This is an optimization exercise on Yosys and OpenROAD, whose aim is small area, not a production implementation. In this exercise RTL edits were held to simulation tests only and were not proved equivalent to the original. Power figures rest on the tool's default switching activity, not on a simulated workload.

== run A ==
Design xor_table_lookup_reader, start of the top module:
module xor_table_lookup_reader #(
    parameter int NUM_WR      = 8,
    parameter int INDEX_WIDTH = 12,
    parameter int VALUE_WIDTH = 31,
    parameter int KEY_WIDTH   = 32,
    parameter int DATA_WIDTH  = 64,
    parameter int RD_LATENCY  = 2
) (
    input  logic                          clk,
    input  logic                          reset,
    input  logic                          en_in,
    input  logic [1:0]                    opt_in,
    input  logic [INDEX_WIDTH-1:0]        index_in,
    input  logic [KEY_WIDTH-1:0]          key_in,
    output logic                          rd_en,
    output logic [INDEX_WIDTH-1:0]        rd_addr,
    input  logic [NUM_WR*DATA_WIDTH-1:0]  rd_bank_data,
    input  logic [NUM_WR-1:0]             wr_snoop_valid,
    input  logic [NUM_WR*INDEX_WIDTH-1:0] wr_snoop_index,
    input  logic [NUM_WR*DATA_WIDTH-1:0]  wr_snoop_entry,
    output logic                          out_valid,
    output logic                          out_hit,
    output logic [VALUE_WIDTH-1:0]        out_value,
    output logic [KEY_WIDTH-1:0]          out_key,
    output logic [INDEX_WIDTH-1:0]        out_index
);
    localparam int VALID_BIT = KEY_WIDTH + VALUE_WIDTH;
    localparam int ENTRY_W   = VALID_BIT + 1;
    localparam int DEPTH     = RD_LATENCY + 1;
    localparam int KV_W      = KEY_WIDTH + 1;       
    logic [DEPTH-1:0]       pipe_valid;
    logic [KEY_WIDTH-1:0]   pipe_key   [DEPTH];
    logic [INDEX_WIDTH-1:0] pipe_index [DEPTH];
    logic                   st_fwd     [DEPTH];
    logic                   st_hit     [DEPTH];
    logic [VALUE_WIDTH-1:0] st_value   [DEPTH];
    logic [NUM_WR*KV_W-1:0]        snoop_kv;
    logic [NUM_WR*VALUE_WIDTH-1:0] snoop_val;
    logic [ENTRY_W-1:0]            raw;
    logic [NUM_WR-1:0]             match      [DEPTH];
    logic [KV_W-1:0]               sel_kv     [DEPTH];
    logic [VALUE_WIDTH-1:0]        sel_val    [DEPTH-1];     
    logic                          sel_hit    [DEPTH];
    logic                          any        [DEPTH];
  ...
For scale: about 2200 cells after synthesis, roughly 280 flip-flops, roughly 21000 sq um of cells after synthesis.
clock: 7.0 ns
lec_check: 0
cap_margin: 0
cell_pad_in_sites_detail_placement: 1
cell_pad_in_sites_global_placement: 1
core_area: 8 8 252 252
cts_buf_list: sky130_fd_sc_hd__clkbuf_8
cts_cluster_diameter: 60
cts_cluster_size: 16
die_area: 0 0 260 260
place_density: 0.7
slew_margin: 0
synth_hierarchical: 1
synth_minimum_keep_size: 0
standard.sh (not shown) runs the stock make flow with config.mk's settings and CLKGATE_MAP_FILE= SYNTH_SCRIPT=/design/flow/synth_recipe.tcl, a recipe that flattens the netlist after the stock synthesis.
==> flow/flow/run.sh <==
#!/bin/bash
# The standard layout, with these changes:
# - synthesis is synth_recipe.tcl unchanged except that ABC maps with flow/area.abc;
# - port buffers use the smallest buffer cell;
# - pins may sit on every routing track along the die edge (a smaller die fits them);
# - clock tree synthesis adds no dummy loads and no wide-spacing rule on the clock net
#   (whose pin sits between tightly packed signal pins).
set -euo pipefail
export FLOW_FLOW_DIR="$PWD/flow"
{ head -n 1 synth_recipe.tcl; cat flow/abc_override.tcl; tail -n +2 synth_recipe.tcl; } > area_synth.tcl
bash standard.sh \
  "SYNTH_SCRIPT=$PWD/area_synth.tcl" \
  "BUFFER_PORTS_ARGS=-buffer_cell sky130_fd_sc_hd__buf_1" \
  "PLACE_PINS_ARGS=-min_distance 1 -min_distance_in_tracks" \
  "CTS_ARGS=-sink_clustering_enable -repair_clock_nets -dont_use_dummy_load -apply_ndr none -sink_clustering_size 16 -sink_clustering_max_diameter 60 -buf_list sky130_fd_sc_hd__clkbuf_8" \
  finish > standard_flow.log 2>&1
==> flow/flow/abc_override.tcl <==
# Map combinational logic with flow/area.abc (area-recovering mapping without the
# speed script's buffering and sizing); the flow's own repair fixes slew and timing.
proc abc {args} {
  set i [lsearch -exact $args -script]
  if { $i >= 0 } {
    lset args [expr { $i + 1 }] $::env(FLOW_FLOW_DIR)/area.abc
  }
  yosys abc {*}$args
}
==> flow/flow/area.abc <==
&get -n
&st
&synch2
&nf -R 1000
&st
&synch2
&nf -R 1000
&put
Run A | status: complete | timing, DRC, antenna: pass
--- input diff run A..run B ---
- PLACE_DENSITY: 0.7 -> unset
- CTS_CLUSTER_SIZE: 16 -> 30
- CTS_BUF_LIST: sky130_fd_sc_hd__clkbuf_8 -> sky130_fd_sc_hd__clkbuf_16
- CORE_AREA: 8 8 252 252 -> 8 8 282 282
- DIE_AREA: 0 0 260 260 -> 0 0 290 290
- CTS_CLUSTER_DIAMETER: 60 -> 80
-- flow/flow/run.sh --
<<< run A, line 14
  "PLACE_PINS_ARGS=-min_distance 1 -min_distance_in_tracks" \
  "CTS_ARGS=-sink_clustering_enable -repair_clock_nets -dont_use_dummy_load -apply_ndr none -sink_clustering_size 16 -sink_clustering_max_diameter 60 -buf_list sky130_fd_sc_hd__clkbuf_8" \
  finish > standard_flow.log 2>&1
>>> run B, line 14
  "PLACE_PINS_ARGS=-min_distance 1 -min_distance_in_tracks" \
  "CTS_ARGS=-sink_clustering_enable -repair_clock_nets -dont_use_dummy_load -apply_ndr none -sink_clustering_size 30 -sink_clustering_max_diameter 80 -buf_list sky130_fd_sc_hd__clkbuf_16" \
  finish > standard_flow.log 2>&1
Findings:
Run B: no failed stages, no open violations at the end. Changes observed in run B relative to run A: clock network power up 24%, non-filler instance count after layout up 173, fmax down 0.0089 GHz. Comparing run A against run B, there is no change at all in count of inverters other than clock inverters in the layout. Per the comparison of run B with run A, fraction of power spent switching nets down 2.0 points; layout overhead on the synthesized area up 2.8 points; post-route worst hold slack down 6.2 ps.
For run C, these inputs were changed with respect to run B:
- a change of CTS_CLUSTER_DIAMETER from 80 to 60
- a change of CTS_BUF_LIST from sky130_fd_sc_hd__clkbuf_16 to sky130_fd_sc_hd__clkbuf_8
-- flow/flow/run.sh --
<<< run B, line 14
  "PLACE_PINS_ARGS=-min_distance 1 -min_distance_in_tracks" \
  "CTS_ARGS=-sink_clustering_enable -repair_clock_nets -dont_use_dummy_load -apply_ndr none -sink_clustering_size 30 -sink_clustering_max_diameter 80 -buf_list sky130_fd_sc_hd__clkbuf_16" \
  finish > standard_flow.log 2>&1
>>> run C, line 14
  "PLACE_PINS_ARGS=-min_distance 1 -min_distance_in_tracks" \
  "CTS_ARGS=-sink_clustering_enable -repair_clock_nets -dont_use_dummy_load -apply_ndr none -sink_clustering_size 30 -sink_clustering_max_diameter 60 -buf_list sky130_fd_sc_hd__clkbuf_8" \
  finish > standard_flow.log 2>&1
Findings:
Measured against each other, run B and run C differ in maximum clock frequency, the lower figure coming from run B. From run B to run C the numbers moved as follows: sequential cell fraction of total power higher, synthesized area held.

==> what the ideal ports hide <==
The results above use ideal ports. As a check the final layouts listed here were re-extracted and re-timed, cells and wires unchanged. Step 1, drivers: a clkbuf_16 drives clk and a buf_2 each remaining input, both assumed. Step 2 also shifts input and output timing later by t, the mid clock arrival at the registers, as if the neighbouring blocks saw the same clock. a / b / c = no drivers / after step 1 / after step 2; a / b = the first two.
run | t, ns | setup slack, ns | clock arrival spread, ns | worst register clock-pin slew, ns
run A | 0.713 | 0.958 / 0.958 / 0.514 | 0.092 / 0.092 | 0.11 / 0.11
run B | 0.655 | 0.616 / 0.616 / 0.115 | 0.061 / 0.061 | 0.09 / 0.09
run C | 0.702 | 0.658 / 0.658 / 0.107 | 0.088 / 0.088 | 0.11 / 0.11
After both steps setup and hold are still met in every run listed. For run C, which loses most, drivers alone change the setup slack by 0.000 ns; drivers and shift together by -0.551 ns.
